From an optimization exercise on the open Yosys and OpenROAD flow, aimed at small area, a short achievable clock period and few clock cycles; shortcuts taken in it are not production practice.
Where RTL was checked, it was by simulation tests only, not by an equivalence proof against the original.
Power is estimated from default activity; no workload was simulated.

==> inputs of onyx <==
Design serial_command_line_parser_top, start of the top module:
module serial_command_line_parser_top (
  input  logic        clk,
  input  logic        rst_n,
  input  logic        in_valid,
  output logic        in_ready,
  input  logic [7:0]  in_rx_byte,
  output logic        out_valid,
  input  logic        out_ready,
  output logic [3:0]  out_cmd_code,
  output logic [30:0] out_cmd_arg
);
clock: 8.0 ns
lec_check: 0
cap_margin: 20
core_margin: 2
core_utilization: 40
setup_slack_margin: 5
slew_margin: 20
run.sh (not shown) runs the stock make flow with config.mk's settings and CLKGATE_MAP_FILE= SYNTH_SCRIPT=/design/flow/synth_recipe.tcl, a recipe that flattens the netlist after the stock synthesis.
==> zinc: changes against onyx <==
--- a/flow/design.v
+++ b/flow/design.v
@@ -327,25 +327,24 @@
   assign trunc   = trunc_r;           
   assign core    = live && (at_start || j0) && !trunc && t_ok;
   assign kill    = live && !is_blank && ((!at_start && !j0) || (!trunc && !t_ok));
   assign bs_core = bsp && !dead_r && !at_start && j0;
   assign undie   = bsp && dead_r && (len_r == ld_r);
-  assign pd_init   = live && j0 && !trunc && (st_r == S_PSP) && is_dig;
-  assign pd_dig    = live && j0 && !trunc && st_pd && is_dig && !sat_r;
+  assign pd_init   = core && (st_r == S_PSP);
+  assign pd_dig    = core && st_pd && !sat_r;
   assign pd_first  = pd_dig && !df_r;
   assign pd_sat    = pd_dig && df_r && m_sat;
   assign pd_commit = pd_dig && df_r && !m_sat;
   assign bs_pd     = bs_core && st_pd;
   assign bs_unsat  = bs_pd && sat_r && (len_m1 == ls_r);
   assign bs_df     = bs_pd && !sat_r;
   assign bs_div    = bs_df && !df_r && !base;
   assign div_end   = busy_r && (ls_r == 6'd0);
-  assign sel_m   = st_pd && df_r && !m_sat && ((live && j0 && !trunc && is_dig && !sat_r) ||
-                                               (eol && !dead_r));
-  assign sel_sat = eol && !dead_r && st_pd && df_r && m_sat;
+  assign sel_m   = pd_commit || (emit && st_pd && df_r && !m_sat);
+  assign sel_sat = emit && st_pd && df_r && m_sat;
   assign sel_stg = emit && stg_r;
-  assign acc_en  = busy_r || pd_init || sel_m || sel_sat || (emit && !st_pd);
+  assign acc_en  = busy_r || pd_init || pd_commit || (emit && !(st_pd && !df_r));
   always_comb begin
     acc_d = ({ARG_W{busy_r}} & {acc_r[ARG_W-2:0], t_ge}) |
             ({ARG_W{sel_m}} & m) |
             {ARG_W{sel_sat}};
     if (sel_stg)
SETUP_SLACK_MARGIN = unset   (was 5)
==> summary of the runs <==
onyx completed with no timing, DRC or antenna violations. zinc completed without violations.
Register-to-register slack: onyx is higher than zinc (1.5 ns).
In onyx the clock skew is higher than in zinc, by 0.0076 ns.
Between zinc and onyx, the lower power is in onyx (gap about 3.7%, measured against onyx).
Critical path depth: zinc is higher than onyx (2).
Between zinc and onyx, the lower non-clock buffer count is in zinc (gap 164).
Against onyx, the worst hold slack of zinc is lower by 0.014 ns.
In onyx the global-route usage is higher than in zinc, by 1.7 points.
==> figures <==
quantity                                                 onyx         zinc
Relative slew slack                                     0.531        0.255
Length of routed wiring on met1                      12300 µm     11900 µm
Post-place instance area                           0.0100 mm²  0.00977 mm²
Share of cell area taken by muxes after synthesis      0.0203       0.0312
Standby leakage power                              0.00489 µW   0.00368 µW
Met3 Resource Use GR                                   0.0334       0.0343
Wire length after detailed routing                   29200 µm     25800 µm
Power Combinational                                    180 µW       171 µW
Post-CTS setup buffers                                    123            0
Status                       no timing/DRC/antenna violations  no timing/DRC/antenna violations
R2R depth                                                  13           15
DIE WIDTH                                              155 µm       155 µm
# fillers                                                2044         2219
Cell count after placement                               1338         1357
Smallest setup slack after layout                     4.59 ns      3.07 ns
No run of this note included a check of the RTL's function; only the layout flow was run.

==> v6 <==
serial_command_line_parser_top, a different RTL version from the one above (not shown whole).
==> flow/config.mk <==
export PLATFORM = sky130hd
export DESIGN_NAME = serial_command_line_parser_top
export DESIGN_NICKNAME = serial_command_line_parser_top
export VERILOG_FILES = /design/flow/design.v
export SDC_FILE = /design/flow/constraint.sdc
export NUM_CORES = 4
export LEC_CHECK = 0
export ABC_AREA = 1
export CAP_MARGIN = 20
export CORE_MARGIN = 2
export CORE_UTILIZATION = 40
export SETUP_SLACK_MARGIN = 5
export SLEW_MARGIN = 20
==> flow/constraint.sdc <==
create_clock -name core_clock -period 8.0 [get_ports {clk}]
set_input_delay 1.6000 -clock core_clock [delete_from_list [all_inputs] [get_ports {clk}]]
set_output_delay 1.6000 -clock core_clock [all_outputs]
set_load 0.01 [all_outputs]
standard.sh (not shown) runs the stock make flow with config.mk's settings and CLKGATE_MAP_FILE= SYNTH_SCRIPT=/design/flow/synth_recipe.tcl, a recipe that flattens the netlist after the stock synthesis.
==> flow/flow/run.sh <==
#!/bin/bash
set -euo pipefail
bash standard.sh SETUP_SLACK_MARGIN=5.3 finish > flow_make.log 2>&1
==> v16 (differences from v6) <==
--- a/flow/design.v
+++ b/flow/design.v
@@ -1,9 +1,16 @@
 package sclp_pkg;
   localparam int LINE_MAX = 32;
   localparam int ARG_W    = 31;
   localparam logic [ARG_W-1:0] SAT_MAX = {ARG_W{1'b1}};
+  localparam logic [5:0] K_NONE  = 6'd10;   
+  localparam logic [5:0] K_TAB   = 6'd11;
+  localparam logic [5:0] K_SPACE = 6'd12;
+  localparam logic [5:0] K_EOL   = 6'd13;
+  localparam logic [5:0] K_BS    = 6'd14;
+  localparam logic [5:0] K_OTHER = 6'd15;
+  localparam logic [5:0] K_Q     = 6'd31;   
   localparam logic [5:0] K_A     = 6'd33;
   localparam logic [5:0] K_C     = 6'd35;
   localparam logic [5:0] K_D     = 6'd36;
   localparam logic [5:0] K_E     = 6'd37;
   localparam logic [5:0] K_F     = 6'd38;
@@ -55,25 +62,38 @@
   localparam logic [5:0] S_RSM = 6'd56;     
 endpackage
 import sclp_pkg::*;
 module sclp_stage (
   input  logic [7:0] c,
+  output logic [5:0] cls,
   output logic       f_eol,
   output logic       f_bs,
   output logic       f_blank,
-  output logic       f_space,
-  output logic       f_dig,
-  output logic       f_let,
-  output logic       f_q
+  output logic       f_dig
 );
   assign f_bs    = (c == 8'h08) || (c == 8'h7F);
   assign f_eol   = (c == 8'h0D) || (c == 8'h0A);
-  assign f_space = (c == 8'h20);
   assign f_blank = (c == 8'h20) || (c == 8'h09);
   assign f_dig   = (c[7:4] == 4'h3) && (c[3:0] <= 4'd9);
-  assign f_let   = (c[7:6] == 2'b01) && (c != 8'h7F);
-  assign f_q     = (c == 8'h3F);
+  always_comb begin
+    if (f_bs)
+      cls = K_BS;
+    else if (f_eol)
+      cls = K_EOL;
+    else if (c == 8'h20)
+      cls = K_SPACE;
+    else if (c == 8'h09)
+      cls = K_TAB;
+    else if (c[7:6] == 2'b01)
+      cls = {1'b1, c[4:0]};            
+    else if (f_dig)
+      cls = {2'b00, c[3:0]};
+    else if (c == 8'h3F)
+      cls = K_Q;
+    else
+      cls = K_OTHER;
+  end
 endmodule
 import sclp_pkg::*;
 module serial_command_line_parser_top (
   input  logic        clk,
   input  logic        rst_n,
@@ -83,12 +103,11 @@
   output logic        out_valid,
   input  logic        out_ready,
   output logic [3:0]  out_cmd_code,
   output logic [30:0] out_cmd_arg
 );
-  function automatic logic chain_hit(input logic [5:0] s, input logic [5:0] c, input logic q,
-                                     input logic sp);
+  function automatic logic chain_hit(input logic [5:0] s, input logic [5:0] c);
     chain_hit =
       ((s == 6'd1) && (c == K_D)) ||   
       ((s == 6'd2) && (c == K_L)) ||
       ((s == 6'd4) && (c == K_E)) ||
       ((s == 6'd16) && (c == K_R)) ||   
@@ -109,22 +128,22 @@
       ((s == 6'd52) && (c == K_T)) ||
       ((s == 6'd40) && (c == K_U)) ||
       ((s == 6'd17) && (c == K_S)) ||
       ((s == 6'd7) && (c == K_A)) ||   
       ((s == 6'd14) && (c == K_L)) ||
-      ((s == 6'd28) && q) ||
+      ((s == 6'd28) && (c == K_Q)) ||
       ((s == 6'd50) && (c == K_G)) ||   
-      ((s == 6'd36) && q) ||
+      ((s == 6'd36) && (c == K_Q)) ||
       ((s == 6'd18) && (c == K_E)) ||   
       ((s == 6'd37) && (c == K_L)) ||
       ((s == 6'd11) && (c == K_P)) ||
       ((s == 6'd45) && (c == K_E)) ||   
       ((s == 6'd27) && (c == K_R)) ||
       ((s == 6'd55) && (c == K_I)) ||
       ((s == 6'd46) && (c == K_O)) ||
       ((s == 6'd29) && (c == K_D)) ||
-      ((s == 6'd59) && sp);
+      ((s == 6'd59) && (c == K_SPACE));
   endfunction
   function automatic logic [5:0] start_st(input logic [5:0] c);
     case (c)
       K_I:     start_st = S_I1;
       K_T:     start_st = S_T1;
@@ -133,19 +152,21 @@
       K_S:     start_st = S_S1;
       K_C:     start_st = S_C1;
       K_H:     start_st = S_H1;
       K_P:     start_st = S_P1;
       K_F:     start_st = S_FS;
+      6'd0:    start_st = S_K0;
+      6'd1:    start_st = S_K1;
+      6'd2:    start_st = S_K2;
       default: start_st = S_START;
     endcase
   endfunction
   logic             rdy_r, rdy_nxt;
   logic             bv_r, bv_nxt, take;
-  logic [4:0]       c5_r;
-  logic             fe_r, fb_r, fk_r, fs_r, fd_r, fl_r, fq_r;   
-  logic             fe_in, fb_in, fk_in, fs_in, fd_in, fl_in, fq_in;
-  logic [5:0]       cls_r;                                  
+  logic [5:0]       cls_r, cls_in;
+  logic             fe_r, fb_r, fk_r, fd_r;   
+  logic             fe_in, fb_in, fk_in, fd_in;
   logic [5:0]       len_r;                
   logic [5:0]       st_r, st_nxt;         
   logic [5:0]       lnb_r;                
   logic             dead_r;               
   logic [5:0]       ld_r;                 
@@ -184,22 +205,21 @@
   logic consume, eol, emit, bsp, app, ovf, clr, live, trunc;
   logic core, kill, bs_core, undie;
   logic pd_init, pd_dig, pd_first, pd_sat, pd_commit, bs_pd, bs_unsat, bs_df, bs_div;
   logic div_end, acc_en, sel_m, sel_sat, sel_stg;
   logic [ARG_W-1:0] acc_d;
-  sclp_stage u_cls (.c(in_rx_byte), .f_eol(fe_in), .f_bs(fb_in), .f_blank(fk_in),
-                    .f_space(fs_in), .f_dig(fd_in), .f_let(fl_in), .f_q(fq_in));
+  sclp_stage u_cls (.c(in_rx_byte), .cls(cls_in), .f_eol(fe_in), .f_bs(fb_in),
+                    .f_blank(fk_in), .f_dig(fd_in));
   assign in_ready     = rdy_r;
   assign out_valid    = ov_r;
   assign out_cmd_code = code_r;
   assign out_cmd_arg  = acc_r;
   assign is_eol   = fe_r;
   assign is_bs    = fb_r;
   assign is_blank = fk_r;
   assign is_dig   = fd_r;
-  assign cls_r    = {fl_r, c5_r};
-  assign dv       = c5_r[3:0];
+  assign dv       = cls_r[3:0];
   assign at_start = (st_r == S_START);
   assign st_pd    = (st_r == S_PD);
   assign j0       = j0_r;
   assign base     = (lnb_r == ds_r);
   assign dig_st   = (st_r == S_PD) || (st_r == S_FS) || (st_r == S_RS) || (st_r == S_NS) ||
@@ -237,24 +257,24 @@
   always_comb begin
     t_ok = 1'b0;
     t_st = {st_r[4:0], st_r[5] ^ st_r[4]};
     t_v  = dv;
     if (at_start) begin
-      t_st = is_dig ? ((dv == 4'd0) ? S_K0 : (dv == 4'd1) ? S_K1 : S_K2) : start_st(cls_r);
-      t_ok = is_dig ? (dv <= 4'd2) : (t_st != S_START);
+      t_st = start_st(cls_r);
+      t_ok = (t_st != S_START);
       t_v  = 4'd0;
-    end else if (chain_hit(st_r, cls_r, fq_r, fs_r)) begin
+    end else if (chain_hit(st_r, cls_r)) begin
       t_ok = 1'b1;
     end else begin
       case (st_r)
         S_C1: begin
           t_st = S_CF2;
           t_ok = (cls_r == K_F);
         end
         S_M3: begin
           t_st = S_MSP;
-          t_ok = fs_r;
+          t_ok = (cls_r == K_SPACE);
         end
         S_RST: begin
           t_st = S_RS;
           t_ok = is_dig && (dv <= 4'd7);
         end
@@ -391,18 +411,15 @@
         dead_r <= 1'b1;
     end
   end
   always_ff @(posedge clk) begin
     if (take) begin
-      c5_r  <= in_rx_byte[4:0];
+      cls_r <= cls_in;
       fe_r  <= fe_in;
       fb_r  <= fb_in;
       fk_r  <= fk_in;
-      fs_r  <= fs_in;
       fd_r  <= fd_in;
-      fl_r  <= fl_in;
-      fq_r  <= fq_in;
     end
     if (core || bs_core)
       j0_r <= 1'b1;
     else if (live && !kill)
       j0_r <= 1'b0;
@@ -410,12 +427,12 @@
       j0_r <= (len_m1 == lnb_r);
     if (core || bs_core) begin
       lnb_r <= core ? len_p1 : len_m1;
       v_r   <= core ? t_v : {3'b000, v_r[3] & (v_r[2] | v_r[1])};
     end
-    if (live) ld_r <= len_p1;
-    if (live && !dig_st) ds_r <= len_p1;
+    if (kill) ld_r <= len_p1;
+    if (core && !dig_st) ds_r <= len_p1;
     z0_r <= z0_nxt;
     if (acc_en) acc_r <= acc_d;
     if (busy_r)
       dl_r <= t_ge ? 4'(t - 5'd10) : t[3:0];
     else if (bs_div)
Settings changed: CORE_UTILIZATION 40 to 60.
==> v30 (differences from v6) <==
--- a/flow/design.v
+++ b/flow/design.v
@@ -1,9 +1,16 @@
 package sclp_pkg;
   localparam int LINE_MAX = 32;
   localparam int ARG_W    = 31;
   localparam logic [ARG_W-1:0] SAT_MAX = {ARG_W{1'b1}};
+  localparam logic [5:0] K_NONE  = 6'd10;   
+  localparam logic [5:0] K_TAB   = 6'd11;
+  localparam logic [5:0] K_SPACE = 6'd12;
+  localparam logic [5:0] K_EOL   = 6'd13;
+  localparam logic [5:0] K_BS    = 6'd14;
+  localparam logic [5:0] K_OTHER = 6'd15;
+  localparam logic [5:0] K_Q     = 6'd31;   
   localparam logic [5:0] K_A     = 6'd33;
   localparam logic [5:0] K_C     = 6'd35;
   localparam logic [5:0] K_D     = 6'd36;
   localparam logic [5:0] K_E     = 6'd37;
   localparam logic [5:0] K_F     = 6'd38;
@@ -29,10 +36,11 @@
   localparam logic [5:0] S_T5  = 6'd12;      
   localparam logic [5:0] S_M1  = 6'd24;     
   localparam logic [5:0] S_M3  = 6'd34;     
   localparam logic [5:0] S_M6  = 6'd20;     
   localparam logic [5:0] S_RST = 6'd41;     
+  localparam logic [5:0] S_RE2 = 6'd19;     
   localparam logic [5:0] S_RE5 = 6'd30;     
   localparam logic [5:0] S_S1  = 6'd61;     
   localparam logic [5:0] S_S6  = 6'd35;     
   localparam logic [5:0] S_C1  = 6'd7;     
   localparam logic [5:0] S_CA4 = 6'd57;     
@@ -55,25 +63,38 @@
   localparam logic [5:0] S_RSM = 6'd56;     
 endpackage
 import sclp_pkg::*;
 module sclp_stage (
   input  logic [7:0] c,
+  output logic [5:0] cls,
   output logic       f_eol,
   output logic       f_bs,
   output logic       f_blank,
-  output logic       f_space,
-  output logic       f_dig,
-  output logic       f_let,
-  output logic       f_q
+  output logic       f_dig
 );
   assign f_bs    = (c == 8'h08) || (c == 8'h7F);
   assign f_eol   = (c == 8'h0D) || (c == 8'h0A);
-  assign f_space = (c == 8'h20);
   assign f_blank = (c == 8'h20) || (c == 8'h09);
   assign f_dig   = (c[7:4] == 4'h3) && (c[3:0] <= 4'd9);
-  assign f_let   = (c[7:6] == 2'b01) && (c != 8'h7F);
-  assign f_q     = (c == 8'h3F);
+  always_comb begin
+    if (f_bs)
+      cls = K_BS;
+    else if (f_eol)
+      cls = K_EOL;
+    else if (c == 8'h20)
+      cls = K_SPACE;
+    else if (c == 8'h09)
+      cls = K_TAB;
+    else if (c[7:6] == 2'b01)
+      cls = {1'b1, c[4:0]};            
+    else if (f_dig)
+      cls = {2'b00, c[3:0]};
+    else if (c == 8'h3F)
+      cls = K_Q;
+    else
+      cls = K_OTHER;
+  end
 endmodule
 import sclp_pkg::*;
 module serial_command_line_parser_top (
   input  logic        clk,
   input  logic        rst_n,
@@ -83,12 +104,11 @@
   output logic        out_valid,
   input  logic        out_ready,
   output logic [3:0]  out_cmd_code,
   output logic [30:0] out_cmd_arg
 );
-  function automatic logic chain_hit(input logic [5:0] s, input logic [5:0] c, input logic q,
-                                     input logic sp);
+  function automatic logic chain_hit(input logic [5:0] s, input logic [5:0] c);
     chain_hit =
       ((s == 6'd1) && (c == K_D)) ||   
       ((s == 6'd2) && (c == K_L)) ||
       ((s == 6'd4) && (c == K_E)) ||
       ((s == 6'd16) && (c == K_R)) ||   
@@ -109,22 +129,22 @@
       ((s == 6'd52) && (c == K_T)) ||
       ((s == 6'd40) && (c == K_U)) ||
       ((s == 6'd17) && (c == K_S)) ||
       ((s == 6'd7) && (c == K_A)) ||   
       ((s == 6'd14) && (c == K_L)) ||
-      ((s == 6'd28) && q) ||
+      ((s == 6'd28) && (c == K_Q)) ||
       ((s == 6'd50) && (c == K_G)) ||   
-      ((s == 6'd36) && q) ||
+      ((s == 6'd36) && (c == K_Q)) ||
       ((s == 6'd18) && (c == K_E)) ||   
       ((s == 6'd37) && (c == K_L)) ||
       ((s == 6'd11) && (c == K_P)) ||
       ((s == 6'd45) && (c == K_E)) ||   
       ((s == 6'd27) && (c == K_R)) ||
       ((s == 6'd55) && (c == K_I)) ||
       ((s == 6'd46) && (c == K_O)) ||
       ((s == 6'd29) && (c == K_D)) ||
-      ((s == 6'd59) && sp);
+      ((s == 6'd59) && (c == K_SPACE));
   endfunction
   function automatic logic [5:0] start_st(input logic [5:0] c);
     case (c)
       K_I:     start_st = S_I1;
       K_T:     start_st = S_T1;
@@ -133,26 +153,27 @@
       K_S:     start_st = S_S1;
       K_C:     start_st = S_C1;
       K_H:     start_st = S_H1;
       K_P:     start_st = S_P1;
       K_F:     start_st = S_FS;
+      6'd0:    start_st = S_K0;
+      6'd1:    start_st = S_K1;
+      6'd2:    start_st = S_K2;
       default: start_st = S_START;
     endcase
   endfunction
   logic             rdy_r, rdy_nxt;
   logic             bv_r, bv_nxt, take;
-  logic [4:0]       c5_r;
-  logic             fe_r, fb_r, fk_r, fs_r, fd_r, fl_r, fq_r;   
-  logic             fe_in, fb_in, fk_in, fs_in, fd_in, fl_in, fq_in;
-  logic [5:0]       cls_r;                                  
+  logic [5:0]       cls_r, cls_in;
+  logic             fe_r, fb_r, fk_r, fd_r;   
+  logic             fe_in, fb_in, fk_in, fd_in;
   logic [5:0]       len_r;                
   logic [5:0]       st_r, st_nxt;         
   logic [5:0]       lnb_r;                
   logic             dead_r;               
   logic [5:0]       ld_r;                 
   logic [5:0]       ds_r;                 
-  logic [3:0]       v_r;                  
   logic             z0_r;                 
   logic             j0_r;                 
   logic             len0_r, full_r;       
   logic             trunc_r;              
   logic [5:0]       len_nxt;
@@ -178,28 +199,28 @@
   logic [5:0]       t_st;
   logic [3:0]       t_v;
   logic [5:0]       p_st;
   logic             hit;
   logic [3:0]       hit_code;
-  logic             stg_r;
+  logic             stg_r, stg_w;
+  logic [3:0]       v_r;                  
   logic consume, eol, emit, bsp, app, ovf, clr, live, trunc;
   logic core, kill, bs_core, undie;
   logic pd_init, pd_dig, pd_first, pd_sat, pd_commit, bs_pd, bs_unsat, bs_df, bs_div;
-  logic div_end, acc_en, sel_m, sel_sat, sel_stg;
+  logic div_end, acc_en, sel_m, sel_sat, sel_stg, acc_busy;
   logic [ARG_W-1:0] acc_d;
-  sclp_stage u_cls (.c(in_rx_byte), .f_eol(fe_in), .f_bs(fb_in), .f_blank(fk_in),
-                    .f_space(fs_in), .f_dig(fd_in), .f_let(fl_in), .f_q(fq_in));
+  sclp_stage u_cls (.c(in_rx_byte), .cls(cls_in), .f_eol(fe_in), .f_bs(fb_in),
+                    .f_blank(fk_in), .f_dig(fd_in));
   assign in_ready     = rdy_r;
   assign out_valid    = ov_r;
   assign out_cmd_code = code_r;
   assign out_cmd_arg  = acc_r;
   assign is_eol   = fe_r;
   assign is_bs    = fb_r;
   assign is_blank = fk_r;
   assign is_dig   = fd_r;
-  assign cls_r    = {fl_r, c5_r};
-  assign dv       = c5_r[3:0];
+  assign dv       = cls_r[3:0];
   assign at_start = (st_r == S_START);
   assign st_pd    = (st_r == S_PD);
   assign j0       = j0_r;
   assign base     = (lnb_r == ds_r);
   assign dig_st   = (st_r == S_PD) || (st_r == S_FS) || (st_r == S_RS) || (st_r == S_NS) ||
@@ -232,29 +253,31 @@
       end
       default: hit = 1'b0;
     endcase
   end
   assign stg_r = dig_st && !st_pd;
+  assign v_r   = (base && ((st_r == S_FS) || (st_r == S_FSM) || (st_r == S_RSM))) ? 4'd0
+                                                                                 : acc_r[3:0];
   always_comb begin
     t_ok = 1'b0;
     t_st = {st_r[4:0], st_r[5] ^ st_r[4]};
     t_v  = dv;
     if (at_start) begin
-      t_st = is_dig ? ((dv == 4'd0) ? S_K0 : (dv == 4'd1) ? S_K1 : S_K2) : start_st(cls_r);
-      t_ok = is_dig ? (dv <= 4'd2) : (t_st != S_START);
+      t_st = start_st(cls_r);
+      t_ok = (t_st != S_START);
       t_v  = 4'd0;
-    end else if (chain_hit(st_r, cls_r, fq_r, fs_r)) begin
+    end else if (chain_hit(st_r, cls_r)) begin
       t_ok = 1'b1;
     end else begin
       case (st_r)
         S_C1: begin
           t_st = S_CF2;
           t_ok = (cls_r == K_F);
         end
         S_M3: begin
           t_st = S_MSP;
-          t_ok = fs_r;
+          t_ok = (cls_r == K_SPACE);
         end
         S_RST: begin
           t_st = S_RS;
           t_ok = is_dig && (dv <= 4'd7);
         end
@@ -296,11 +319,12 @@
       S_FSM, S_RSM, S_NS: p_st = base ? S_MSP : st_r;
       S_RS:               p_st = base ? S_RST : S_RS;
       default: ;
     endcase
   end
-  assign consume = bv_r && !busy_r && !(ov_r && (is_eol || (st_r == S_PSP)));
+  assign acc_busy = (st_r == S_PSP) || (st_r == S_RST) || (st_r == S_MSP) || stg_r;
+  assign consume = bv_r && !busy_r && !(ov_r && (is_eol || acc_busy));
   assign eol     = consume && is_eol && !len0_r;
   assign emit    = eol && !dead_r && hit;
   assign bsp     = consume && is_bs && !len0_r;
   assign ovf     = consume && !is_eol && !is_bs && full_r;
   assign app     = consume && !is_eol && !is_bs && !full_r;
@@ -323,17 +347,20 @@
   assign div_end   = busy_r && (ls_r == 6'd0);
   assign sel_m   = st_pd && df_r && !m_sat && ((live && j0 && !trunc && is_dig && !sat_r) ||
                                                (eol && !dead_r));
   assign sel_sat = eol && !dead_r && st_pd && df_r && m_sat;
   assign sel_stg = emit && stg_r;
-  assign acc_en  = busy_r || pd_init || sel_m || sel_sat || (emit && !st_pd);
+  assign stg_w   = (core || bs_core) && (stg_r || (((st_r == S_RST) || (st_r == S_MSP)) && is_dig));
+  assign acc_en  = busy_r || pd_init || sel_m || sel_sat || (emit && !st_pd) || stg_w;
   always_comb begin
     acc_d = ({ARG_W{busy_r}} & {acc_r[ARG_W-2:0], t_ge}) |
             ({ARG_W{sel_m}} & m) |
             {ARG_W{sel_sat}};
     if (sel_stg)
       acc_d[3:0] = ((st_r == S_RS) || (st_r == S_RSM)) ? v_r + 4'd6 : v_r - 4'd1;
+    else if (stg_w)
+      acc_d[3:0] = core ? t_v : {3'b000, v_r[3] & (v_r[2] | v_r[1])};
   end
   always_comb begin
     if (clr)
       st_nxt = S_START;
     else if (bs_core)
@@ -349,11 +376,13 @@
   assign ov_nxt   = (ov_r && !out_ready) || emit;
   assign rdy_nxt  = !bv_nxt ||
                     (!((busy_r && !div_end) || (bv_r && fb_r && st_pd && !df_r && !sat_r)) &&
                      !(((ov_r && !out_ready) || (bv_r && fe_r)) &&
                        ((take ? fe_in : fe_r) ||
-                        (((st_r == S_P6) || (st_r == S_PSP) || st_pd) && !(bv_r && fe_r)))));
+                        (((st_r == S_P6) || (st_r == S_PSP) || st_pd || at_start ||
+                          (st_r == S_RST) || (st_r == S_RE2) || (st_r == S_M3) ||
+                          (st_r == S_MSP) || stg_r) && !(bv_r && fe_r)))));
   always_comb begin
     if (clr)
       len_nxt = 6'd0;
     else if (bsp)
       len_nxt = len_m1;
@@ -391,29 +420,23 @@
         dead_r <= 1'b1;
     end
   end
   always_ff @(posedge clk) begin
     if (take) begin
-      c5_r  <= in_rx_byte[4:0];
+      cls_r <= cls_in;
       fe_r  <= fe_in;
       fb_r  <= fb_in;
       fk_r  <= fk_in;
-      fs_r  <= fs_in;
       fd_r  <= fd_in;
-      fl_r  <= fl_in;
-      fq_r  <= fq_in;
     end
     if (core || bs_core)
       j0_r <= 1'b1;
     else if (live && !kill)
       j0_r <= 1'b0;
     else if (bsp && !dead_r && !at_start && !j0_r)
       j0_r <= (len_m1 == lnb_r);
-    if (core || bs_core) begin
-      lnb_r <= core ? len_p1 : len_m1;
-      v_r   <= core ? t_v : {3'b000, v_r[3] & (v_r[2] | v_r[1])};
-    end
+    if (core || bs_core) lnb_r <= core ? len_p1 : len_m1;
     if (live) ld_r <= len_p1;
     if (live && !dig_st) ds_r <= len_p1;
     z0_r <= z0_nxt;
     if (acc_en) acc_r <= acc_d;
     if (busy_r)
@@ -434,8 +457,8 @@
       ls_r <= ls_r - 6'd1;
     else if (bs_div)
       ls_r <= 6'd30;
     else if (pd_sat)
       ls_r <= len_r;
-    if (emit) code_r <= hit_code;
+    if (!ov_r) code_r <= hit_code;
   end
 endmodule
==> notes <==
- The lowest hold slack belongs to v30, the highest to v16.
- The highest sequential share of layout area belongs to v6, the lowest to v30.
- Worst setup slack, lowest first: v30, v16, v6.
- The lowest global-route usage belongs to v6, the highest to v16.
- Between v16 and v30, the lower final cell count is in v16 (gap 7.9%, measured against v30).
- Power: v6 < v16 < v30.
- In v16 the sequential power is smaller than in v30, by about 7%.
- Design area: v30 is higher than v6 (about 8%).
- Flip-flop and latch count: v6 > v16 > v30.
Testbench counts of v16, summed over its fixed seeds: cycles 21,597.
For v6 and v30, only the layout was checked, not whether the RTL still works.

## afterwards: timing with drivers on the ports
Ports are ideal in the flow. The routed layouts listed here were re-timed in OpenROAD.
Step 1 sets driving cells, clkbuf_16 on the clock port and buf_2 on the other inputs (assumed; they add their load-dependent delay and slew).
Step 2 adds t to the input delays and takes it off the output delays; t is the mean of the earliest and latest rising clock arrival at the registers after step 1. Input paths then give back, and output paths get back, about the clock's delay inside the block.
Three values: no drivers, after step 1, after step 2; two values: the first two.
| run | t (ns) | setup WS [ns] | clock arrival spread, ns | worst register clock-pin slew, ns | pins driven straight from the clock port |
|---|---|---|---|---|---|
| onyx | 0.410 | 4.585 / 4.585 / 4.229 | 0.016 / 0.016 | 0.09 / 0.09 | 1 |
| zinc | 0.402 | 3.073 / 3.073 / 3.073 | 0.009 / 0.009 | 0.07 / 0.07 | 1 |
| v6 | 0.410 | 5.253 / 5.210 / 5.034 | 0.013 / 0.012 | 0.08 / 0.08 | 1 |
| v16 | 0.398 | 5.192 / 5.192 / 4.909 | 0.014 / 0.014 | 0.08 / 0.08 | 1 |
| v30 | 0.400 | 5.053 / 5.053 / 4.975 | 0.012 / 0.012 | 0.08 / 0.08 | 1 |
After both steps every run listed still meets setup and hold. The setup slack of onyx, which loses most, moves by 0.000 ns with the drivers and by -0.356 ns with both steps.
